Source: an optimization exercise on an open RTL-to-GDS flow (aim: small area). Production flows keep margins and buffers that such runs may drop.
The RTL was checked by simulation tests, not by an equivalence proof against the original design.
No activity file was given, so power comes from the tool's default toggle rates. The clock port is modelled as an ideal driver; clocking choices that lean on that would not hold on a real chip.

--- flow/design.v ---
package rob_pkg;
   localparam int ID_W   = 4;
   localparam int DATA_W = 64;
   localparam int RESP_W = 2;
   localparam int TAG_W  = 4;
   localparam int LEN_W  = 8;
   localparam logic [RESP_W-1:0] RESP_OKAY   = 2'b00;
   localparam logic [RESP_W-1:0] RESP_SLVERR = 2'b10;
   typedef struct packed {
      logic [ID_W-1:0]   id;
      logic [DATA_W-1:0] data;
      logic [RESP_W-1:0] resp;
      logic              last;
      logic [TAG_W-1:0]  tagid;
   } r_resp_t;
   typedef struct packed {
      logic             valid;
      logic [LEN_W-1:0] len;
      logic [TAG_W-1:0] tagid;
      logic [LEN_W-1:0] beat_cnt;
   } tag_entry_t;
endpackage
module fifo #(
   parameter int WIDTH = 8,
   parameter int DEPTH = 16
) (
   input  logic             clk,
   input  logic             rst_n,
   input  logic             wr_en,
   input  logic [WIDTH-1:0] din,
   input  logic             out_ready,
   output logic             out_valid,
   output logic [WIDTH-1:0] dout,
   output logic             full
);
   localparam int AW = $clog2(DEPTH);
   logic [DEPTH-1:0][WIDTH-1:0] r_mem;
   logic [AW-1:0]    r_wr_ptr;
   logic [DEPTH-1:0] r_rd_oh;
   logic [AW:0]      r_count;
   logic             r_out_valid;
   logic [WIDTH-1:0] r_out;
   logic             w_empty, w_pop, w_push;
   logic [WIDTH-1:0] w_head;
   assign full    = r_count[AW];
   assign w_empty = (r_count == '0);
   assign w_push  = wr_en && !full;
   assign w_pop   = !w_empty && (!r_out_valid || out_ready);
   always_comb begin
      w_head = '0;
      for (int i = 0; i < DEPTH; i++)
         w_head = w_head | (r_mem[i] & {WIDTH{r_rd_oh[i]}});
   end
   always_ff @(posedge clk or negedge rst_n) begin
      if (!rst_n) begin
         r_wr_ptr    <= '0;
         r_rd_oh     <= DEPTH'(1);
         r_count     <= '0;
         r_out_valid <= 1'b0;
      end else begin
         if (w_push) r_wr_ptr <= r_wr_ptr + 1'b1;
         if (w_pop)  r_rd_oh  <= {r_rd_oh[DEPTH-2:0], r_rd_oh[DEPTH-1]};
         if (w_push && !w_pop)      r_count <= r_count + 1'b1;
         else if (!w_push && w_pop) r_count <= r_count - 1'b1;
         if (w_pop)          r_out_valid <= 1'b1;
         else if (out_ready) r_out_valid <= 1'b0;
      end
   end
   always_ff @(posedge clk) begin
      for (int i = 0; i < DEPTH; i++) begin
         logic sel, we;
         sel = (r_wr_ptr == AW'(i)) && !full;
         we  = sel && wr_en;
         r_mem[i] <= (r_mem[i] & {WIDTH{!sel}}) | (din & {WIDTH{we}});
      end
      if (w_pop)  r_out <= w_head;
   end
   assign out_valid = r_out_valid;
   assign dout      = r_out;
endmodule
module incoming_response_buffer #(
   parameter int ID_WIDTH   = 4,
   parameter int DATA_WIDTH = 64,
   parameter int RESP_WIDTH = 2,
   parameter int TAG_WIDTH  = 4,
   parameter int LEN_WIDTH  = 8,
   parameter int FIFO_DEPTH = 16
) (
   input  logic                  clk,
   input  logic                  rst,
   input  logic                  alloc_valid,
   output logic                  alloc_ready,
   input  logic [ID_WIDTH-1:0]   alloc_id,
   input  logic [LEN_WIDTH-1:0]  alloc_len,
   input  logic [TAG_WIDTH-1:0]  alloc_tagid,
   input  logic                  in_valid,
   output logic                  in_ready,
   input  logic [ID_WIDTH-1:0]   in_id,
   input  logic [DATA_WIDTH-1:0] in_data,
   input  logic [RESP_WIDTH-1:0] in_resp,
   input  logic                  in_last,
   output logic                  out_valid,
   input  logic                  out_ready,
   output logic [ID_WIDTH-1:0]   out_id,
   output logic [DATA_WIDTH-1:0] out_data,
   output logic [RESP_WIDTH-1:0] out_resp,
   output logic                  out_last,
   output logic [TAG_WIDTH-1:0]  out_tagid,
   input  logic                  err_clr,
   output logic                  err_unexp,
   output logic                  err_len,
   output logic [ID_WIDTH:0]     alloc_count
);
   localparam int N_IDS     = 2**ID_WIDTH;
   localparam int PAYLOAD_W = ID_WIDTH + DATA_WIDTH + RESP_WIDTH + 1 + TAG_WIDTH;
   logic                 r_tv   [N_IDS];
   logic [LEN_WIDTH-1:0] r_trem [N_IDS];
   logic [TAG_WIDTH-1:0] r_ttag [N_IDS];
   logic [ID_WIDTH:0]    r_alloc_count;
   logic                 r_err_unexp;
   logic                 r_err_len;
   logic                 w_ent_valid;
   logic [LEN_WIDTH-1:0] w_ent_rem;
   logic [TAG_WIDTH-1:0] w_ent_tagid;
   rob_pkg::r_resp_t     w_push;
   logic                 w_in_fire, w_hit, w_unexp, w_at_len, w_free, w_len_err, w_alloc;
   logic                 w_fifo_full;
   logic [PAYLOAD_W-1:0] w_fifo_dout;
   rob_pkg::r_resp_t     w_out;
   assign alloc_ready = !r_tv[alloc_id];
   assign w_alloc     = alloc_valid && alloc_ready;
   assign in_ready    = !w_fifo_full;
   assign w_in_fire   = in_valid && in_ready;
   assign w_ent_valid = r_tv[in_id];
   assign w_ent_rem   = r_trem[in_id];
   assign w_ent_tagid = r_ttag[in_id];
   assign w_hit       = w_in_fire && w_ent_valid;
   assign w_unexp     = w_in_fire && !w_ent_valid;
   assign w_at_len    = (w_ent_rem == '0);
   assign w_free      = w_hit && (in_last || w_at_len);
   assign w_len_err   = w_hit && (in_last != w_at_len);
   always_comb begin
      w_push       = '0;
      w_push.id    = in_id;
      w_push.data  = in_data;
      w_push.resp  = (in_last != w_at_len) ? rob_pkg::RESP_SLVERR : in_resp;
      w_push.last  = in_last || w_at_len;
      w_push.tagid = w_ent_tagid;
   end
   always_ff @(posedge clk or negedge rst) begin
      if (!rst) begin
         for (int i = 0; i < N_IDS; i++) r_tv[i] <= 1'b0;
         r_alloc_count <= '0;
      end else begin
         if (w_free)  r_tv[in_id]    <= 1'b0;
         if (w_alloc) r_tv[alloc_id] <= 1'b1;
         if (w_alloc && !w_free)      r_alloc_count <= r_alloc_count + 1'b1;
         else if (!w_alloc && w_free) r_alloc_count <= r_alloc_count - 1'b1;
      end
   end
   logic [LEN_WIDTH-1:0] w_ent_dec;
   assign w_ent_dec = w_ent_rem - 1'b1;
   always_ff @(posedge clk) begin
      for (int i = 0; i < N_IDS; i++) begin
         logic ld, dc;
         ld = w_alloc && (alloc_id == ID_WIDTH'(i));
         dc = w_hit && !w_free && (in_id == ID_WIDTH'(i));
         r_trem[i] <= (r_trem[i] & {LEN_WIDTH{!(ld || dc)}})
                    | (alloc_len & {LEN_WIDTH{ld}})
                    | (w_ent_dec & {LEN_WIDTH{dc}});
      end
      if (w_alloc) r_ttag[alloc_id] <= alloc_tagid;
   end
   always_ff @(posedge clk or negedge rst) begin
      if (!rst) begin
         r_err_unexp <= 1'b0;
         r_err_len   <= 1'b0;
      end else begin
         r_err_unexp <= w_unexp   ? 1'b1 : (err_clr ? 1'b0 : r_err_unexp);
         r_err_len   <= w_len_err ? 1'b1 : (err_clr ? 1'b0 : r_err_len);
      end
   end
   fifo #(.WIDTH(PAYLOAD_W), .DEPTH(FIFO_DEPTH)) u_fifo (
      .clk       (clk),
      .rst_n     (rst),
      .wr_en     (w_hit),
      .din       (w_push),
      .out_ready (out_ready),
      .out_valid (out_valid),
      .dout      (w_fifo_dout),
      .full      (w_fifo_full)
   );
   assign w_out     = w_fifo_dout;
   assign out_id    = w_out.id;
   assign out_data  = w_out.data;
   assign out_resp  = w_out.resp;
   assign out_last  = w_out.last;
   assign out_tagid = w_out.tagid;
   assign err_unexp   = r_err_unexp;
   assign err_len     = r_err_len;
   assign alloc_count = r_alloc_count;
endmodule
--- flow/run.sh ---
#!/bin/bash
# synth_recipe.tcl (not shown) runs the flow's synth.tcl, then flattens the netlist and writes it again
# the make line also repeats each setting of config.mk as NAME=value (left out here)
make -C /OpenROAD-flow-scripts/flow DESIGN_CONFIG=/design/flow/config.mk WORK_HOME=/design/flow/orfs CLKGATE_MAP_FILE= SYNTH_SCRIPT=/design/flow/synth_recipe.tcl finish
--- flow/config.mk ---
export PLATFORM = sky130hd
export DESIGN_NAME = incoming_response_buffer
export DESIGN_NICKNAME = incoming_response_buffer
export VERILOG_FILES = /design/flow/design.v
export SDC_FILE = /design/flow/constraint.sdc
export NUM_CORES = 4
export LEC_CHECK = 0
export CAP_MARGIN = 20
export CORE_MARGIN = 2
export CORE_UTILIZATION = 40
export CTS_CLUSTER_DIAMETER = 90
export CTS_CLUSTER_SIZE = 26
export SLEW_MARGIN = 20
--- flow/constraint.sdc ---
create_clock -name core_clock -period 6.0 [get_ports {clk}]
set_input_delay 1.2000 -clock core_clock [delete_from_list [all_inputs] [get_ports {clk}]]
set_output_delay 1.2000 -clock core_clock [all_outputs]
set_load 0.01 [all_outputs]
==> results.cfg, run 1 <==
[outcome]
status = finished clean

[clock_network]
clk_latency_ns = 0.73
h-tree-depth = 3
cts.sinks = 1516
cts-root-buf = clkbuf_16
cts.clk_slew.worst_paths_ns = 0.11
hold_buffers = 0
clk_path_buf_depth = 3
cts_resized = 0
cts_tree = yes
cts_buffers = 71
cts_setup_buffers = 0

[floorplanning]
die_y_um = 379
io_pins = 178
core_area_um2 = 140000
core.rowCount = 137
initial_utilization_pct = 40.3
dieArea_um2 = 143000
die-width_um = 379

[yosys]
ys_seq_area_share_pct = 56.9
synth_xor_area_share_pct = 0.294
synthAdderAreaFrac_pct = 0.405
synth_top_family_by_area = compound AO/OA/AOI/OAI gates
netlist_area_um2 = 56200
synth_cell_types = 76
synth_edf_count = 139
ys_seq_elements = 1516
synth_top_flop_cell = dfxtp_1
synth_cells = 5948
syn_avg_cell_area_um2 = 9.45
synth-simple-area-share_pct = 11.7
ys_async_sr_fraction_pct = 3.23
synth_warnings = 4
synth_mux_area_share_pct = 2.74
synth-compound-area-share_pct = 23.8
syn-num-nets = 6058

[finish]
antennaDiodeCount = 0
drive_gt1_share_pct = 7.07
final_nets = 5882
area_delta_synth_final_pct = 9.84
fin_area_um2 = 61700
final_cell_mix = 1,329 x nand2_1, 1,328 x dfxtp_1, 1,222 x o21ai_0
final_common_cell = nand2_1

[timing]
drv_slew = 0
timing.final.crit_share_pct = 86.5
rsz0062_at_grt = false
fin_skew_ns = 0.0586
tightest_slew_ns = 1.16
setup_viol = 0
fin_setup_tns_ns = 0
clock.fmax_ghz = 0.193
max_slew_margin_pct = 22.3
hold_viol = 0
period_needed_ns = 5.19

[placement]
placed_area_um2 = 59500
portBuffers = 177
gp_congestion = 0.912
hpwl_mm = 102

[power_and_ir_drop]
leakagePower_nw = 24.9
power_mw = 28.0
powerDensity_nw_per_um2 = 453
peakVddDrop_uv = 260

[worst_setup_path]
cp_cell_sequence = buf_2 > buf_4 > nor4b_1 > a222oi_1 > o211ai_1 > o32a_1 > nor3b_2 > nand2_1 > or3_1 > ha_1 > nor2b_1 > inv_2 > ha_1 > inv_1 > ha_1 > a21o_1 > a21oi_1 > xnor2_1 > nor2_1 > xor2_1
r2r_slack_ns = 1.55
worstRegToRegCells = 18
r2r-end = r_alloc_count[4]
crit_top_cell = ha_1
cp.arrival_ns = 5.78
crit_fanout = 23
cp-end-kind = flip-flop
max_stage_delay_ns = 0.55
critical_path_class = input port to flip-flop
slowest_stage = a222oi_1
critPathLaunchType = input port
crit-reg2reg-launch = r_trem[2][3]
cp.required_ns = 6.59

[grt]
grt_overflow = 0
grt_max_degree = 93
antenna_found_initial = 4
grt_pass1_vias = 41500
grt_pass1_wl_mm = 274
groute.usage.overall_pct = 25.3

[drt]
drtPass1Iterations = 6
num_vias = 44200
wire_per_inst_um = 23.9
routed_via_density = 5.74
drt_wl_total_mm = 184
ant_nets = 0
drt_iter0_drc = 4099
route.detailed.drc = 0

[hold_path]
hold_end = u_fifo.r_mem[4]
hold_depth = 2
hold_path.class = flip-flop to flip-flop
hold_path_startpoint = u_fifo.r_mem[4]

[job]
maxCapViolations = 0
-- how the worst max path moves through the flow --
stage / startpoint / endpoint / slack, ns / cells after the start
2_1_floorplan: in_id[2] / r_alloc_count[4] / 0.51 / 25
3_3_place_gp: in_id[2] / r_alloc_count[4] / 0.20 / 20
3_5_place_dp: in_id[2] / r_alloc_count[4] / 0.19 / 20
4_1_cts: in_id[2] / r_alloc_count[4] / 0.96 / 20
5_1_grt: in_id[2] / r_alloc_count[4] / 0.58 / 20
6_report: in_id[2] / r_alloc_count[4] / 0.81 / 20
-- cell usage after synthesis (all sizes together) (3+ instances only) --
cell    count  share of area [%]
mux2       77                1.5
ha         15               0.33
dfrtp      48                2.1
nand4      78               0.87
clkbuf    499                3.3
a222oi      3              0.053
nand2b     16               0.18
nor3       14               0.12
a21o       11               0.15
mux4       23               0.92
o211ai     17               0.23
nor2       61               0.41
nand3      24               0.21
nor4        4              0.071
xor2        5              0.078
xnor2      13               0.22
buf        78               0.67
nand2    1341                9.0
nor3b       3              0.049
inv        21               0.14
nor2b      22               0.24
and3b       5              0.078
o21ai    1243                 11
and3        9               0.10
edfxtp    139                7.4
and2       13               0.14
a22o      305                4.8
a32o        6               0.11
mux2i      15               0.27
or2         4              0.045
a31oi       6              0.067
dfxtp    1328                 47
a221o      40               0.71
a22oi      85                1.1
nand3b      6              0.080
a221oi    302                4.7
o31ai       8               0.11
o32a        3              0.053
a21oi      25               0.22
-- state kept, by name, summed over array words and instances (netlist names) --
signal	count
r_alloc_count	5
r_err_len	1
r_err_unexp	1
r_trem	128
r_ttag	64
r_tv	16
u_fifo.r_count	5
u_fifo.r_mem	1200
u_fifo.r_out	75
u_fifo.r_out_valid	1
u_fifo.r_rd_oh	16
u_fifo.r_wr_ptr	4
-- cell type report --
type,count,area (um2)
fillers,13600,77800
flip-flops and latches,1516,32000
multi-input cells,3833,22100
repair buffers,328,2950
well taps,1876,2350
clock buffers,113,1970
clock inverters,12,230
inverters,22,87.6
-- per-layer routing --
layer	vias up	wire length [um]	global-route usage (%)	share of wire [%]
met3	267	11200	3.50	6.1
met2	1398	87900	43.0	48
li1	20800	-	-	-
met1	21700	80300	33.5	44
met5	-	29	0	0.016
met4	4	4900	6.66	2.7
-- power breakdown --
| group | switching [mW] | internal, mW |
|---|---|---|
| combinational | 3.46 | 2.20 |
| sequential | 2.24 | 14.3 |
| clock | 3.40 | 2.40 |
| total | 9.11 | 18.9 |
-- per-stage QoR --
step	utilization (%)	hold WS, ns	setup WS [ns]	instances
2_1_floorplan	-	0.425	0.515	5948
3_5_place_dp	42.6	0.441	0.186	7574
3_3_place_gp	42.6	0.433	0.199	7573
4_1_cts	44.2	0.457	0.957	7699
5_1_grt	44.2	0.472	0.584	7700
6_report	44.2	0.456	0.813	7700
-- critical path: cells and delay by family --
| kind | cells | cell delay (ns) |
|---|---|---|
| buffers and inverters | 4 | 0.95 |
| AND/OR/NAND/NOR | 6 | 0.99 |
| adder cells (fa/ha/maj) | 3 | 0.71 |
| XOR/XNOR | 2 | 0.28 |
| AO/OA/AOI/OAI | 5 | 1.61 |
-- logic make-up (layout without fill, tap and decap cells) --
| kind of cell | Yosys count | in the layout |
|---|---|---|
| adders and majority gates | 17 | 17 |
| and+or+nand+nor | 1610 | 1610 |
| AOI/OAI and AO/OA | 2073 | 2073 |
| xor gates and xnor gates | 18 | 18 |
| buffers and inverters | 599 | 475 |
| muxes | 115 | 115 |
| DFF | 1516 | 1516 |
==> run 2: changes to the inputs <==
==> flow/flow/run.sh (new file) <==
#!/bin/bash
# The standard layout (standard.sh: the standard flow's synthesis and ORFS flow, unchanged), with two
# settings passed to ORFS through its own variables:
#  - port buffers use the smallest buffer cell instead of the one buffer_ports picks;
#  - CTS clusters sinks as config.mk's CTS_CLUSTER_* do, without dummy balancing loads.
set -euo pipefail
export BUFFER_PORTS_ARGS="-buffer_cell sky130_fd_sc_hd__buf_1"
export CTS_ARGS="-sink_clustering_enable -repair_clock_nets -sink_clustering_size 26 -sink_clustering_max_diameter 90 -dont_use_dummy_load"
bash standard.sh > standard.log 2>&1
==> flow/standard.sh (new file) <==
#!/bin/bash
# synth_recipe.tcl (not shown) runs the flow's synth.tcl, then flattens the netlist and writes it again
# the make line also repeats each setting of config.mk as NAME=value (left out here)
make -C /OpenROAD-flow-scripts/flow DESIGN_CONFIG=/design/flow/config.mk WORK_HOME=/design/flow/orfs CLKGATE_MAP_FILE= SYNTH_SCRIPT=/design/flow/synth_recipe.tcl "${@:-finish}"
--- a/flow/config.mk
+++ b/flow/config.mk
@@ -8,5 +8,5 @@
 export CAP_MARGIN = 20
 export CORE_MARGIN = 2
-export CORE_UTILIZATION = 40
+export CORE_UTILIZATION = 60
 export CTS_CLUSTER_DIAMETER = 90
 export CTS_CLUSTER_SIZE = 26
removed: flow/run.sh
==> results.cfg, run 2 <==
[worst_setup_path]
max_stage_delay_ns = 0.45
critical_path_class = input port to flip-flop
critPathLaunchType = input port
crit_fanout = 19
cp-end-kind = flip-flop
crit_top_cell = ha_1
cp_cell_sequence = buf_2 > buf_4 > nor3b_1 > a222oi_1 > o211ai_1 > o32a_1 > nor3b_2 > nand2_1 > or3_1 > ha_1 > nor2b_1 > inv_2 > ha_1 > inv_1 > ha_1 > a21o_1 > a21oi_1 > xnor2_1 > nor2_1 > xor2_1
cp.required_ns = 6.57
slowest_stage = o32a_1
cp.arrival_ns = 5.64

[grt]
busiest_layer = met2
gr-usage-met3_pct = 4.75
antenna_found_initial = 3
grt_pass1_wl_mm = 261
grt_overflow = 0
use_met1_pct = 49.9
use_met2_pct = 59.0
groute.usage.overall_pct = 36.1
grt_max_degree = 110
grt_pass1_vias = 40400

[drt]
num_vias = 44100
route.detailed.drc = 0
drt_wl_total_mm = 176
routed_via_density = 6.27
drtPass1Iterations = 6
wire_per_inst_um = 25.1
drt_iter0_drc = 4299
ant_nets = 0

[timing]
clock.fmax_ghz = 0.197
tightest_slew_ns = 1.14
rsz0062_at_grt = false
hold_viol = 0
holdWs_ns = 0.455
period_needed_ns = 5.07
fin_skew_ns = 0.0556
drv_slew = 0
setup_viol = 0
timing.final.crit_share_pct = 84.6
max_slew_margin_pct = 24.0
fin_ws_ns = 0.926
fin_setup_tns_ns = 0

[yosys]
synth_cells = 5948
synth_mux_area_share_pct = 2.74
synth.most_common_cell = nand2_1
syn-num-nets = 6058
ys_seq_elements = 1516
synth_cell_types = 76
ys_async_sr_fraction_pct = 3.23
synth_top_cells_by_count = 1,341 x nand2_1, 1,328 x dfxtp_1, 1,222 x o21ai_0
synth_warnings = 4
synth_top_family_by_area = compound AO/OA/AOI/OAI gates
ys_seq_area_share_pct = 56.9
synth-compound-area-share_pct = 23.8
synth_xor_area_share_pct = 0.294
synth_top_area_share_pct = 47.3
synth-simple-area-share_pct = 11.7
synthTopCellsByArea = dfxtp_1 47%, o21ai_0 11%, nand2_1 9.0%, edfxtp_1 7.4%, a22o_1 4.8%
synth_edf_count = 139
yosys.area.top_type = dfxtp_1
synth_top_flop_cell = dfxtp_1
syn_avg_cell_area_um2 = 9.45
netlist_area_um2 = 56200
synthAdderAreaFrac_pct = 0.405

[finish]
drive_gt1_share_pct = 7.00
largest_reg_flops = 1200
fin_area_um2 = 59400
final_common_cell = nand2_1
fin_cells = 7031
fill_cells = 7956
reg_top3 = u_fifo.r_mem: 1200 flops, r_trem: 128 flops, u_fifo.r_out: 75 flops
regMostFlops = u_fifo.r_mem
final_cell_mix = 1,329 x nand2_1, 1,328 x dfxtp_1, 1,222 x o21ai_0
final_nets = 5887
area_delta_synth_final_pct = 5.79
utilization_pct = 63.9

[power_and_ir_drop]
switchingPower_mw = 8.82
sw_frac_of_total_pct = 32.4
sequentialPowerShare_pct = 60.7
peakVddDrop_uv = 383
internal_power_mw = 18.4
leakagePower_nw = 24.2
power_mw = 27.2
p_clk_share_pct = 18.9
pwr-share-comb_pct = 20.4
powerDensity_nw_per_um2 = 458

[clock_network]
hold_buffers = 0
cts.sinks = 1516
clk_latency_ns = 0.67
cts_buffers = 68
cts_setup_buffers = 0
cts_resized = 0
clk_path_buf_depth = 3
h-tree-depth = 3
cts-root-buf = clkbuf_16
cts_tree = yes
cts.clk_slew.worst_paths_ns = 0.10

[placement]
gp_congestion = 0.990
placed_area_um2 = 57700
pre_cts_ws_ns = 0.228
placedCellCount = 6960
portBuffers = 177
hpwl_mm = 97.0

[job]
maxCapViolations = 0

[floorplanning]
core_area_um2 = 93000
io_pins = 178
dieArea_um2 = 96100
core.rowCount = 112
die-width_um = 310
initial_utilization_pct = 60.4
die_y_um = 310

[outcome]
status = finished clean

[hold_path]
hold_path.class = flip-flop to flip-flop
run 2: changes by cell type in the layout (fill, tap and decap cells not counted), sizes merged:
cell	previous run	this run
diode	0	2
clkbuf	113	72
clkinv	5	0
buf	156	332
bufinv	1	0
inv	28	22
clkdlybuf4s50	172	0
run 2: layer usage:
metal  routed length [um]  vias up
li1                     -    20800
met1                75600    21300
met2                81900     1663
met3                13400      300
met4                 5480        0
met5                    0        -
run 2: cell type report:
| type | instances | area [um2] | share of cell area [%] |
|---|---|---|---|
| Tap cell | 1254 | 1570 | 2.64 |
| Sequential cell | 1516 | 32000 | 53.9 |
| Multi-Input combinational cell | 3833 | 22100 | 37.2 |
| Inverter | 22 | 87.6 | 0.147 |
| Clock buffer | 68 | 1700 | 2.86 |
| Timing Repair Buffer | 336 | 1930 | 3.24 |
| Antenna cell | 2 | 5.00 | 0.00842 |
run 2: logic make-up after synthesis:
kind of cell	after synthesis
compound gates	2073
xor+xnor	18
fa+ha+maj	17
buf+inv	599
flops	1516
mux	115
simple gates	1610
run 2: worst paths after layout:
check,start,endpoint,slack (ns),cells after the start
setup / recovery,in_id[0],r_alloc_count[4],0.93,20
hold / removal,u_fifo.r_mem[4],u_fifo.r_mem[4],0.45,2
setup reg to reg,r_trem[6][3],r_alloc_count[4],1.63,18
hold reg to reg,u_fifo.r_mem[4],u_fifo.r_mem[4],0.45,2
max in group asynchronous,rst,u_fifo.r_rd_oh[10],4.72,2
min in group asynchronous,rst,u_fifo.r_count[0],0.67,2
run 2: critical path, delay by kind of cell:
family | cells | cell delay (ns)
xor gates and xnor gates | 2 | 0.28
adders and majority gates | 3 | 0.71
AOI/OAI and AO/OA | 5 | 1.43
buffers and inverters | 4 | 0.89
and+or+nand+nor | 6 | 1.10
run 2: power by group through the flow:
stage / combinational (mW) / clock [mW] / sequential, mW
2_1_floorplan: 3.97 / 0 / 16.0
3_3_place_gp: 5.26 / 0 / 16.6
3_5_place_dp: 5.54 / 0 / 16.7
4_1_cts: 5.53 / 5.20 / 16.4
5_1_grt: 6.41 / 5.54 / 16.9
6_report: 5.54 / 5.13 / 16.5
==> run 3: changes to the inputs <==
--- a/flow/flow/run.sh
+++ b/flow/flow/run.sh
@@ -6,4 +6,4 @@
 set -euo pipefail
 export BUFFER_PORTS_ARGS="-buffer_cell sky130_fd_sc_hd__buf_1"
-export CTS_ARGS="-sink_clustering_enable -repair_clock_nets -sink_clustering_size 26 -sink_clustering_max_diameter 90 -dont_use_dummy_load"
+export CTS_ARGS="-sink_clustering_enable -repair_clock_nets -sink_clustering_size 28 -sink_clustering_max_diameter 95 -dont_use_dummy_load"
 bash standard.sh > standard.log 2>&1
--- a/flow/config.mk
+++ b/flow/config.mk
@@ -9,5 +9,5 @@
 export CORE_MARGIN = 2
 export CORE_UTILIZATION = 60
-export CTS_CLUSTER_DIAMETER = 90
-export CTS_CLUSTER_SIZE = 26
+export CTS_CLUSTER_DIAMETER = 95
+export CTS_CLUSTER_SIZE = 28
 export SLEW_MARGIN = 20
==> results.cfg, run 3 <==
[clock_network]
cts_buffers = 60
cts.sinks = 1516
cts.clk_slew.worst_paths_ns = 0.10
clk_latency_ns = 0.73
cts_setup_buffers = 0
h-tree-depth = 2
cts_resized = 0
hold_buffers = 0
cts_tree = yes
clk_path_buf_depth = 3
cts-root-buf = clkbuf_16

[drt]
wire_per_inst_um = 25.1
drtPass1Iterations = 8
num_vias = 44100
routed_via_density = 6.27
route.detailed.drc = 0
drt_iter0_drc = 4339
drt_wl_total_mm = 176
ant_nets = 0

[worst_setup_path]
cp.arrival_ns = 5.64
cp.required_ns = 6.63
cp-end-kind = flip-flop
critical_path_class = input port to flip-flop
crit_fanout = 19
critPathLaunchType = input port

[placement]
hpwl_mm = 97.0
gp_congestion = 0.990
portBuffers = 177

[power_and_ir_drop]
peakVddDrop_uv = 308
sequentialPowerShare_pct = 61.4
internal_power_mw = 18.1
powerDensity_nw_per_um2 = 454
pwr-share-comb_pct = 20.6
sw_frac_of_total_pct = 32.7
switchingPower_mw = 8.80
leakagePower_nw = 24.1
p_clk_share_pct = 18.0

[yosys]
synth_cells = 5948
synth.most_common_cell = nand2_1
netlist_area_um2 = 56200
syn-num-nets = 6058
ys_seq_area_share_pct = 56.9
synth_top_flop_cell = dfxtp_1
synth_edf_count = 139
ys_seq_elements = 1516
synth_cell_types = 76
syn_avg_cell_area_um2 = 9.45
synth_warnings = 4
ys_async_sr_fraction_pct = 3.23
synth_top_area_share_pct = 47.3
synthTopCellsByArea = dfxtp_1 47%, o21ai_0 11%, nand2_1 9.0%, edfxtp_1 7.4%, a22o_1 4.8%
synth_top_cells_by_count = 1,341 x nand2_1, 1,328 x dfxtp_1, 1,222 x o21ai_0
yosys.area.top_type = dfxtp_1

[timing]
drv_slew = 0
hold_viol = 0
timing.final.crit_share_pct = 83.6
holdWs_ns = 0.455
tightest_slew_ns = 1.15
rsz0062_at_grt = false
period_needed_ns = 5.02
max_slew_margin_pct = 23.4
fin_skew_ns = 0.0399
clock.fmax_ghz = 0.199
fin_setup_tns_ns = 0
setup_viol = 0

[floorplanning]
die-width_um = 310
die_y_um = 310
core.rowCount = 112
initial_utilization_pct = 60.4
core_area_um2 = 93000
io_pins = 178
dieArea_um2 = 96100

[outcome]
status = finished clean

[finish]
seqCellArea_um2 = 32000
largest_reg_flops = 1200
regMostFlops = u_fifo.r_mem
final_common_cell = nand2_1
final_cell_mix = 1,329 x nand2_1, 1,328 x dfxtp_1, 1,222 x o21ai_0
reg_top3 = u_fifo.r_mem: 1200 flops, r_trem: 128 flops, u_fifo.r_out: 75 flops
area_delta_synth_final_pct = 5.44
drive_gt1_share_pct = 6.87
final_nets = 5879
fill_cells = 7989
multiInputGateArea_um2 = 22100

[grt]
groute.usage.overall_pct = 36.0
grt_max_degree = 110
grt_pass1_wl_mm = 261
grt_pass1_vias = 40400
grt_overflow = 0
antenna_found_initial = 3

[hold_path]
hold_path.class = flip-flop to flip-flop

[job]
maxCapViolations = 0
## run 3: cell counts after synthesis
Identical to the previous run, type by type.
## run 3: per-layer routing
| layer | routed length [um] | track usage [%] | up-vias |
|---|---|---|---|
| li1 | - | - | 20800 |
| met1 | 75900 | 49.6 | 21300 |
| met2 | 81500 | 58.8 | 1648 |
| met3 | 13200 | 4.98 | 302 |
| met4 | 5660 | 11.2 | 0 |
| met5 | 0 | 0 | - |
## run 3: power groups by stage
stage | Sequential [mW] | Clock (mW) | Combinational [mW]
4_1_cts | 16.4 | 4.90 | 5.53
5_1_grt | 16.9 | 5.23 | 6.41
6_report | 16.5 | 4.85 | 5.55
3_5_place_dp | 16.7 | 0 | 5.54
2_1_floorplan | 16.0 | 0 | 3.97
3_3_place_gp | 16.6 | 0 | 5.26
## run 3: cells by family after synthesis
kind of cell	after synthesis	share of synthesized area (%)
AO/OA/AOI/OAI	2073	23.8
AND/OR/NAND/NOR	1610	11.7
flip-flops	1516	56.9
buffers and inverters	599	4.15
multiplexers	115	2.74
XOR/XNOR	18	0.294
adder cells (fa/ha/maj)	17	0.405
## run 3: cell type report
| type | instances | area share (%) |
|---|---|---|
| sequential | 1516 | 54.1 |
| multi-input combinational | 3833 | 37.3 |
| timing repair buffer | 336 | 3.25 |
| tap | 1254 | 2.65 |
| clock buffer | 60 | 2.53 |
| inverter | 22 | 0.148 |
| antenna | 2 | 0.00845 |
## run 3: path summary, 6_finish.rpt
check / to / from / slack, ns / depth (start not counted)
max in group asynchronous: u_fifo.r_rd_oh[8] / rst / 4.76 / 2
hold reg to reg: u_fifo.r_mem[4] / u_fifo.r_mem[4] / 0.46 / 2
setup reg to reg: r_alloc_count[4] / r_trem[6][3] / 1.62 / 18
hold / removal: u_fifo.r_mem[4] / u_fifo.r_mem[4] / 0.46 / 2
min in group asynchronous: u_fifo.r_out_valid / rst / 0.61 / 2
setup / recovery: r_alloc_count[4] / in_id[0] / 0.98 / 20
## run 3: stage by stage
stage,std cells,util (%),instance area (um2),worst slack (ns),power (mW)
5_1_grt,7022,63.7,59200,0.697,28.6
6_report,7023,63.7,59200,0.984,26.9
4_1_cts,7020,63.6,59200,1.01,26.9
3_5_place_dp,6960,62.0,57700,0.228,22.2
2_1_floorplan,5948,-,56200,0.515,20.0
3_3_place_gp,6960,62.0,57700,0.288,21.8
## run 3: worst max-delay path: stages
cell	delay [ns]
buf_2	0.29
buf_4	0.40
nor3b_1	0.12
a222oi_1	0.42
o211ai_1	0.21
o32a_1	0.45
nor3b_2	0.26
nand2_1	0.12
or3_1	0.35
ha_1	0.20
nor2b_1	0.19
inv_2	0.06
ha_1	0.25
inv_1	0.14
ha_1	0.26
a21o_1	0.19
a21oi_1	0.17
xnor2_1	0.14
nor2_1	0.06
xor2_1	0.14
==> run 4: changes to the inputs <==
--- a/flow/design.v
+++ b/flow/design.v
@@ -48,7 +48,7 @@
    assign w_pop   = !w_empty && (!r_out_valid || out_ready);
    always_comb begin
-      w_head = '0;
+      w_head = r_out & {WIDTH{!w_pop}};
       for (int i = 0; i < DEPTH; i++)
-         w_head = w_head | (r_mem[i] & {WIDTH{r_rd_oh[i]}});
+         w_head = w_head | (r_mem[i] & {WIDTH{w_pop && r_rd_oh[i]}});
    end
    always_ff @(posedge clk or negedge rst_n) begin
@@ -74,5 +74,5 @@
          r_mem[i] <= (r_mem[i] & {WIDTH{!sel}}) | (din & {WIDTH{we}});
       end
-      if (w_pop)  r_out <= w_head;
+      r_out <= w_head;
    end
    assign out_valid = r_out_valid;
==> results.cfg, run 4 <==
[worst_setup_path]
crit_buf_inv = 3
r2r_slack_ns = 1.95
cp.arrival_ns = 5.66
critical_path_class = input port to flip-flop
r2r-end = r_alloc_count[4]
max_stage_delay_ns = 0.60
crit-reg2reg-launch = r_trem[9][3]
crit_fanout = 28
cp-end-kind = flip-flop
critPathLaunchType = input port
worstRegToRegCells = 18
cp.required_ns = 6.56
cp_cell_sequence = clkbuf_2 > nor2_1 > nand2_1 > or2_2 > a21oi_2 > and3_1 > nand2_1 > ha_1 > nor3_1 > inv_1 > ha_1 > inv_1 > ha_1 > a21o_1 > a21oi_1 > xnor2_1 > nor2_1 > xor2_1
slowest_stage = nor2_1
crit_top_cell = ha_1
cp_top_family = simple AND/OR/NAND/NOR gates

[grt]
grt_pass1_vias = 41900
grt_overflow = 0
use_met1_pct = 52.9
gr-usage-met3_pct = 5.52
grt_pass1_wl_mm = 276
antenna_found_initial = 2
use_met2_pct = 61.7
groute.usage.overall_pct = 38.3
grt_max_degree = 147
busiest_layer = met2

[clock_network]
cts.sinks = 1516
cts.clk_slew.worst_paths_ns = 0.10
clk_latency_ns = 0.74
cts-root-buf = clkbuf_16
h-tree-depth = 2
hold_buffers = 0
cts_setup_buffers = 0
cts_resized = 0
clk_path_buf_depth = 3
cts_buffers = 60
cts_tree = yes

[finish]
reg_top3 = u_fifo.r_mem: 1200 flops, r_trem: 128 flops, u_fifo.r_out: 75 flops
area_delta_synth_final_pct = 4.55
final_nets = 6002
largest_reg_flops = 1200
regMostFlops = u_fifo.r_mem
drive_gt1_share_pct = 5.86
fill_cells = 8144
final_common_cell = dfxtp_1
final_cell_mix = 1,403 x dfxtp_1, 1,354 x nand2_1, 1,266 x o21ai_0

[hold_path]
hold_path.class = flip-flop to flip-flop
hold_depth = 2
hold_end = u_fifo.r_mem[1155]
hold_path_startpoint = u_fifo.r_mem[1155]

[power_and_ir_drop]
powerDensity_nw_per_um2 = 464
leakagePower_nw = 23.5
peakVddDrop_uv = 300

[yosys]
syn_avg_cell_area_um2 = 9.18
ys_seq_elements = 1516
synth_cell_types = 87
synth_top_flop_cell = dfxtp_1
ys_async_sr_fraction_pct = 3.23
synth_edf_count = 64
netlist_area_um2 = 56200
synth_cells = 6122
ys_seq_area_share_pct = 55.6
synthTopCellsByArea = dfxtp_1 50%, o21ai_0 11%, nand2_1 9.1%, clkbuf_1 3.4%, edfxtp_1 3.4%
synth_top_cells_by_count = 1,403 x dfxtp_1, 1,367 x nand2_1, 1,266 x o21ai_0
synth.most_common_cell = dfxtp_1
syn-num-nets = 6231
synth_warnings = 4
synth_top_area_share_pct = 50.0
yosys.area.top_type = dfxtp_1

[placement]
gp_congestion = 0.972
portBuffers = 177
pre_cts_ws_ns = 0.270
hpwl_mm = 109

[drt]
num_vias = 45900
drtPass1Iterations = 8
wire_per_inst_um = 26.3
route.detailed.drc = 0
drt_wl_total_mm = 188
routed_via_density = 6.43
drt_iter0_drc = 5770
ant_nets = 0

[timing]
drv_slew = 0
clock.fmax_ghz = 0.196
fin_setup_tns_ns = 0
fin_skew_ns = 0.0827
period_needed_ns = 5.10
tightest_slew_ns = 1.20
timing.final.crit_share_pct = 85.0
rsz0062_at_grt = false
setup_viol = 0
fin_ws_ns = 0.899
hold_viol = 0
max_slew_margin_pct = 20.0

[floorplanning]
initial_utilization_pct = 60.4
io_pins = 178
dieArea_um2 = 96100
core.rowCount = 112
core_area_um2 = 93000
die_y_um = 310
die-width_um = 310

[job]
maxCapViolations = 0

[outcome]
status = finished clean
## run 4: cell types whose count changed in the layout (fill, tap and decap cells not counted), moves of 52 or more
cell	change
dfxtp_1	+75
nand3_1	+80
a22o_1	-214
a222oi_1	+148
nand4_1	-73
a221o_1	+52
edfxtp_1	-75
a221oi_1	-151
a22oi_1	+87
## run 4: worst max path at each step
stage                  start               end  slack [ns]  cells past startpoint
finish              in_id[2]  r_alloc_count[4]        0.90                     18
global route        in_id[2]  r_alloc_count[4]        0.61                     20
CTS                 in_id[2]  r_alloc_count[4]        0.96                     18
detailed placement  in_id[2]  r_alloc_count[4]        0.27                     18
global placement    in_id[2]  r_alloc_count[4]        0.20                     18
floorplan           in_id[3]  r_alloc_count[4]        0.94                     22
## run 4: per-layer routing
layer	vias up	share of wire [%]	routed length, um
li1	21300	-	-
met1	22200	42	79200
met2	2020	45	84700
met3	365	8.8	16600
met4	2	3.9	7370
met5	-	0.012	22
## run 4: tightest hold or removal path, delay by kind of cell (launching register included)
| kind | cells | cell delay [ns] |
|---|---|---|
| AOI/OAI and AO/OA | 1 | 0.06 |
| DFF | 1 | 0.34 |
| and+or+nand+nor | 1 | 0.04 |
## run 4: through the flow
| step | std cells | area (um2) | utilization (%) | power, mW | hold slack, ns |
|---|---|---|---|---|---|
| 2_1_floorplan | 6122 | 56200 | - | 20.3 | 0.424 |
| 3_3_place_gp | 7085 | 57300 | 61.5 | 22.1 | 0.432 |
| 3_5_place_dp | 7085 | 57300 | 61.5 | 22.5 | 0.441 |
| 4_1_cts | 7145 | 58800 | 63.1 | 27.1 | 0.458 |
| 5_1_grt | 7145 | 58800 | 63.1 | 28.9 | 0.482 |
| 6_report | 7146 | 58800 | 63.1 | 27.2 | 0.464 |
## run 4: kinds of logic after synthesis
| group | Yosys count | synth area share, % |
|---|---|---|
| multiplexers | 112 | 2.61 |
| AO/OA/AOI/OAI | 2127 | 24.2 |
| AND/OR/NAND/NOR | 1717 | 12.6 |
| buffers and inverters | 617 | 4.35 |
| XOR/XNOR | 17 | 0.265 |
| flip-flops | 1516 | 55.6 |
| adder cells (fa/ha/maj) | 16 | 0.383 |
## run 4: report_power, final
group	switching, mW	internal, mW
clock	3.07	1.79
sequential	2.31	14.4
combinational	3.57	2.10
## run 4: area by class of cell
type / count / area, um2 / share of cell area, %
flip-flops and latches: 1516 / 31300 / 53.2
multi-input cells: 3989 / 22700 / 38.6
well taps: 1254 / 1570 / 2.67
inverters: 27 / 110 / 0.187
repair buffers: 299 / 1640 / 2.79
diodes: 1 / 2.50 / 0.00426
clock buffers: 60 / 1500 / 2.56
==> run 5: changes to the inputs <==
--- a/flow/design.v
+++ b/flow/design.v
@@ -170,5 +170,9 @@
                     | (w_ent_dec & {LEN_WIDTH{dc}});
       end
-      if (w_alloc) r_ttag[alloc_id] <= alloc_tagid;
+      for (int i = 0; i < N_IDS; i++) begin
+         logic sel;
+         sel = (alloc_id == ID_WIDTH'(i)) && !r_tv[i];
+         r_ttag[i] <= (r_ttag[i] & {TAG_WIDTH{!sel}}) | (alloc_tagid & {TAG_WIDTH{sel && alloc_valid}});
+      end
    end
    always_ff @(posedge clk or negedge rst) begin
==> results.cfg, run 5 <==
[outcome]
status = finished clean

[finish]
fin_cells = 7276
seqCellArea_um2 = 30600
regMostFlops = u_fifo.r_mem
utilization_pct = 63.5
fill_cells = 8168
final_nets = 6143
reg_top3 = u_fifo.r_mem: 1200 flops, r_trem: 128 flops, u_fifo.r_out: 75 flops
drive_gt1_share_pct = 5.84
multiInputGateArea_um2 = 23100
area_delta_synth_final_pct = 4.52
final_cell_mix = 1,477 x nand2_1, 1,467 x dfxtp_1, 1,309 x o21ai_0
final_common_cell = nand2_1
fin_area_um2 = 58400
largest_reg_flops = 1200

[worst_setup_path]
cp.required_ns = 6.56
crit-reg2reg-launch = r_trem[5][1]
worstSetupStartpoint = in_id[2]
r2r_slack_ns = 1.97
critical_path_class = input port to flip-flop
crit_fanout = 30
worstRegToRegCells = 19
cp-end-kind = flip-flop
cp.arrival_ns = 5.42
r2r-end = r_alloc_count[4]
crit_end = r_alloc_count[4]
critPathLaunchType = input port

[drt]
wire_per_inst_um = 25.6
drtPass1Iterations = 9
route.detailed.drc = 0
num_vias = 46500
drt_wl_total_mm = 186
routed_via_density = 6.39
ant_nets = 0
drt_iter0_drc = 5883

[hold_path]
hold_path.class = flip-flop to flip-flop
hold_depth = 2

[floorplanning]
dieArea_um2 = 95700
core_area_um2 = 92100
die-width_um = 309
die_y_um = 309
core.rowCount = 111
initial_utilization_pct = 60.7
io_pins = 178

[yosys]
synth_cells = 6270
netlist_area_um2 = 55900
ys_async_sr_fraction_pct = 3.23
synth_top_cells_by_count = 1,489 x nand2_1, 1,467 x dfxtp_1, 1,310 x o21ai_0
ys_seq_area_share_pct = 54.7
synth_mux_area_share_pct = 2.13
synthTopCellsByArea = dfxtp_1 53%, o21ai_0 12%, nand2_1 10%, clkbuf_1 3.3%, a22oi_1 3.3%
yosys.area.top_type = dfxtp_1
synth_xor_area_share_pct = 0.338
synth_warnings = 5
synth-simple-area-share_pct = 13.1
ys_seq_elements = 1516
synth-compound-area-share_pct = 25.0
synth_top_area_share_pct = 52.5
synth_top_family_by_area = compound AO/OA/AOI/OAI gates
synth_top_flop_cell = dfxtp_1
syn_avg_cell_area_um2 = 8.92
synth.most_common_cell = nand2_1
synth_edf_count = 0
synth_cell_types = 81
synthAdderAreaFrac_pct = 0.385
syn-num-nets = 6379

[placement]
placed_area_um2 = 56800
portBuffers = 177
gp_congestion = 0.999
placedCellCount = 7211
pre_cts_ws_ns = 0.615
hpwl_mm = 107

[timing]
max_slew_margin_pct = 19.4
fin_ws_ns = 1.14
rsz0062_at_grt = false
timing.final.crit_share_pct = 81.1
clock.fmax_ghz = 0.206
drv_slew = 0
fin_setup_tns_ns = 0
hold_viol = 0
holdWs_ns = 0.460
fin_skew_ns = 0.0726
setup_viol = 0
period_needed_ns = 4.86
tightest_slew_ns = 1.21

[power_and_ir_drop]
peakVddDrop_uv = 308
leakagePower_nw = 23.7
powerDensity_nw_per_um2 = 471
power_mw = 27.5

[job]
maxCapViolations = 0

[clock_network]
cts_tree = yes
cts_buffers = 60
clk_path_buf_depth = 3
cts_resized = 0
cts_setup_buffers = 0
cts.sinks = 1516
cts.clk_slew.worst_paths_ns = 0.11
h-tree-depth = 2
hold_buffers = 0
clk_latency_ns = 0.71
cts-root-buf = clkbuf_16

[grt]
grt_max_degree = 100
grt_pass1_vias = 42100
groute.usage.overall_pct = 37.9
grt_overflow = 0
grt_pass1_wl_mm = 274
antenna_found_initial = 7
## run 5: worst max-delay path: stages
cell and delay [ns]:
clkbuf_2 0.42, buf_4 0.35, and2_1 0.25, a222oi_1 0.62
a31oi_4 0.21, nand2b_1 0.23, nor2_1 0.12, nand4_1 0.11
ha_1 0.22, nand2b_1 0.17, ha_1 0.26, inv_1 0.15
ha_1 0.29, a21o_1 0.19, a21oi_1 0.22, xnor2_1 0.17
nor2_1 0.08, xor2_1 0.14
## run 5: layer usage
metal / vias up / routed length [um] / track usage, %
met4: 8 / 6110 / 11.9
met1: 22200 / 78600 / 53.0
met2: 2160 / 83600 / 60.8
met3: 357 / 17900 / 5.72
li1: 21700 / - / -
met5: - / 43 / 0
## run 5: worst min-delay path by stage
stage / start / slack (ns) / end
CTS: u_fifo.r_mem[530] / 0.46 / u_fifo.r_mem[530]
floorplan: u_fifo.r_mem[1091] / 0.42 / u_fifo.r_mem[1091]
detailed placement: u_fifo.r_mem[63] / 0.44 / u_fifo.r_mem[63]
global placement: u_fifo.r_mem[211] / 0.43 / u_fifo.r_mem[211]
finish: u_fifo.r_mem[305] / 0.46 / u_fifo.r_mem[305]
global route: u_fifo.r_mem[853] / 0.48 / u_fifo.r_mem[853]
## run 5: kinds of logic after synthesis
| group | after synthesis |
|---|---|
| mux | 108 |
| flops | 1516 |
| simple gates | 1787 |
| fa+ha+maj | 16 |
| compound gates | 2224 |
| buf+inv | 600 |
| xor+xnor | 19 |
## run 5: final cells by class
cell class | instances | area share [%]
tap | 1243 | 2.66
multi-input combinational | 4154 | 39.6
sequential | 1516 | 52.4
antenna | 1 | 0.00428
timing repair buffer | 282 | 2.64
clock buffer | 60 | 2.57
inverter | 20 | 0.141
## run 5: where the power goes
group | switching [mW] | internal, mW | total [mW]
Combinational | 3.65 | 2.11 | 5.76
Clock | 3.07 | 1.80 | 4.87
Sequential | 2.44 | 14.4 | 16.9
Total | 9.16 | 18.3 | 27.5
==> run 6: changes to the inputs <==
--- a/flow/config.mk
+++ b/flow/config.mk
@@ -8,5 +8,5 @@
 export CAP_MARGIN = 20
 export CORE_MARGIN = 2
-export CORE_UTILIZATION = 60
+export CORE_UTILIZATION = 65
 export CTS_CLUSTER_DIAMETER = 95
 export CTS_CLUSTER_SIZE = 28
==> results.cfg, run 6 <==
[worst_setup_path]
crit_fanout = 17
critPathLaunchType = input port
worstRegToRegCells = 19
critical_path_class = input port to flip-flop
cp-end-kind = flip-flop
cp.arrival_ns = 5.39
cp.required_ns = 6.58

[placement]
hpwl_mm = 107
portBuffers = 177
pre_cts_ws_ns = 0.667
gp_congestion = 0.987

[floorplanning]
dieArea_um2 = 88400
initial_utilization_pct = 65.7
core.rowCount = 107
die-width_um = 297
core_area_um2 = 85100
die_y_um = 297
io_pins = 178

[outcome]
status = finished clean

[timing]
fin_ws_ns = 1.19
timing.final.crit_share_pct = 80.2
fin_skew_ns = 0.0788
period_needed_ns = 4.81
tightest_slew_ns = 1.23
hold_viol = 0
setup_viol = 0
fin_setup_tns_ns = 0
rsz0062_at_grt = false
max_slew_margin_pct = 18.2
clock.fmax_ghz = 0.208
drv_slew = 0

[yosys]
ys_seq_elements = 1516
synth_edf_count = 0
synth.most_common_cell = nand2_1
synth_top_area_share_pct = 52.5
synth_cell_types = 81
ys_async_sr_fraction_pct = 3.23
synth_top_cells_by_count = 1,489 x nand2_1, 1,467 x dfxtp_1, 1,310 x o21ai_0
synthTopCellsByArea = dfxtp_1 53%, o21ai_0 12%, nand2_1 10%, clkbuf_1 3.3%, a22oi_1 3.3%
netlist_area_um2 = 55900
syn_avg_cell_area_um2 = 8.92
synth_top_flop_cell = dfxtp_1
synth_cells = 6270
ys_seq_area_share_pct = 54.7
synth_warnings = 5
yosys.area.top_type = dfxtp_1
syn-num-nets = 6379

[drt]
drt_wl_total_mm = 183
num_vias = 46900
wl_met1_mm = 74.4
routed_via_density = 6.54
top_layer = met5
ant_nets = 0
drtPass1Iterations = 9
wire_per_inst_um = 25.6
route.detailed.drc = 0
route.met3.wl_mm = 19.1
drt_iter0_drc = 5821
wl_met2_mm = 82.3

[grt]
grt_max_degree = 150
groute.usage.overall_pct = 40.2
antenna_found_initial = 4
grt_overflow = 0
grt_pass1_wl_mm = 273
grt_pass1_vias = 43500

[job]
maxCapViolations = 0

[power_and_ir_drop]
power_mw = 27.6
peakVddDrop_uv = 400
leakagePower_nw = 23.7
powerDensity_nw_per_um2 = 473

[clock_network]
cts.sinks = 1516
cts_setup_buffers = 0
hold_buffers = 0
clk_latency_ns = 0.70
cts-root-buf = clkbuf_16
cts_resized = 0
cts_tree = yes
cts.clk_slew.worst_paths_ns = 0.11
cts_buffers = 60
h-tree-depth = 2
clk_path_buf_depth = 3

[finish]
final_cell_mix = 1,477 x nand2_1, 1,467 x dfxtp_1, 1,309 x o21ai_0
final_common_cell = nand2_1
largest_reg_flops = 1200
drive_gt1_share_pct = 5.81
final_nets = 6140
area_delta_synth_final_pct = 4.21
reg_top3 = u_fifo.r_mem: 1200 flops, r_trem: 128 flops, u_fifo.r_out: 75 flops
regMostFlops = u_fifo.r_mem
utilization_pct = 68.4

[hold_path]
hold_path.class = flip-flop to flip-flop
hold_depth = 2
-- run 6: cell types whose count changed in the layout (fill, tap and decap cells not counted), sizes merged --
cell    delta
buf        -4
clkbuf     +1
-- run 6: logic make-up (layout without fill, tap and decap cells) --
| group | count (synthesis) | count (layout) | share of synthesized area, % |
|---|---|---|---|
| XOR/XNOR | 19 | 19 | 0.338 |
| multiplexers | 108 | 108 | 2.13 |
| other | 0 | 1 | 0 |
| flip-flops | 1516 | 1516 | 54.7 |
| adder cells (fa/ha/maj) | 16 | 16 | 0.385 |
| AO/OA/AOI/OAI | 2224 | 2224 | 25.0 |
| AND/OR/NAND/NOR | 1787 | 1787 | 13.1 |
| buffers and inverters | 600 | 359 | 4.30 |
-- run 6: final timing paths --
path	startpoint	to	slack [ns]
worst max register to register	r_trem[5][1]	r_alloc_count[4]	1.89
min in group asynchronous	rst	r_alloc_count[3]	0.71
worst min register to register	u_fifo.r_mem[380]	u_fifo.r_mem[380]	0.46
worst min-delay path	u_fifo.r_mem[380]	u_fifo.r_mem[380]	0.46
worst max-delay path	in_id[0]	r_alloc_count[4]	1.19
max in group asynchronous	rst	u_fifo.r_rd_oh[12]	4.60
-- run 6: where the power goes --
part	internal [mW]	switching [mW]	leakage (nW)
Sequential	14.4	2.48	12.7
Clock	1.79	3.03	0.739
Combinational	2.11	3.70	10.2
Total	18.3	9.21	23.7
-- run 6: area by class of cell --
| type | instances | area [um2] |
|---|---|---|
| flip-flops and latches | 1516 | 30600 |
| fillers | 7134 | 26900 |
| multi-input cells | 4154 | 23100 |
| repair buffers | 279 | 1510 |
| clock buffers | 60 | 1500 |
| well taps | 1144 | 1430 |
| inverters | 20 | 80.1 |
| diodes | 1 | 2.50 |
-- run 6: worst max-delay path, cell delays in order --
cell      delay, ns
clkbuf_2       0.31
buf_4          0.28
nor4b_2        0.96
a22oi_1        0.14
and4_1         0.27
a41oi_2        0.28
nor2_1         0.07
nand4_1        0.10
ha_1           0.17
nand2b_1       0.14
ha_1           0.23
inv_1          0.12
fa_1           0.41
a21o_1         0.17
a21oi_1        0.17
xnor2_1        0.14
nor2_1         0.06
xor2_1         0.15
-- run 6: stage by stage --
| step | area, um2 | hold WS [ns] | instances |
|---|---|---|---|
| 6_report | 58300 | 0.456 | 7174 |
| 5_1_grt | 58300 | 0.476 | 7173 |
| 4_1_cts | 58300 | 0.457 | 7172 |
| 3_5_place_dp | 56800 | 0.442 | 7112 |
| 3_3_place_gp | 56800 | 0.432 | 7112 |
| 2_1_floorplan | 55900 | 0.424 | 6270 |
-- run 6: metal layers --
layer / GRT usage, % / vias to the layer above
met5: 0 / -
met4: 15.9 / 4
met3: 6.39 / 418
met2: 64.0 / 2453
met1: 54.9 / 22300
li1: - / 21700

==> afterwards: timing with drivers on the ports <==
The results above use ideal ports. As a check the final layouts listed here were re-extracted and re-timed, cells and wires unchanged.
Step 1, drivers: a clkbuf_16 drives clk and a buf_2 each remaining input, both assumed.
Step 2 adds t to the input delays and takes it off the output delays; t is the mean of the earliest and latest rising clock arrival at the registers after step 1. Input paths then give back, and output paths get back, about the clock's delay inside the block.
a / b / c = ideal / step 1 / step 2; a / b = the first two.
run | shift t [ns] | slack for setup (ns) | worst register clock-pin slew, ns | worst data-port slew with drivers (ns)
run 1 | 0.774 | 0.813 / 0.867 / 0.093 | 0.11 / 0.11 | 0.10
run 2 | 0.718 | 0.926 / 0.952 / 0.234 | 0.11 / 0.11 | 0.08
run 3 | 0.784 | 0.984 / 1.011 / 0.227 | 0.11 / 0.11 | 0.08
run 4 | 0.772 | 0.899 / 0.926 / 0.154 | 0.11 / 0.11 | 0.07
run 5 | 0.750 | 1.136 / 1.189 / 0.438 | 0.11 / 0.11 | 0.09
run 6 | 0.740 | 1.191 / 1.241 / 0.502 | 0.11 / 0.11 | 0.09
After both steps setup and hold are still met in every run listed. For run 3, which loses most, drivers alone change the setup slack by +0.027 ns; drivers and shift together by -0.757 ns.
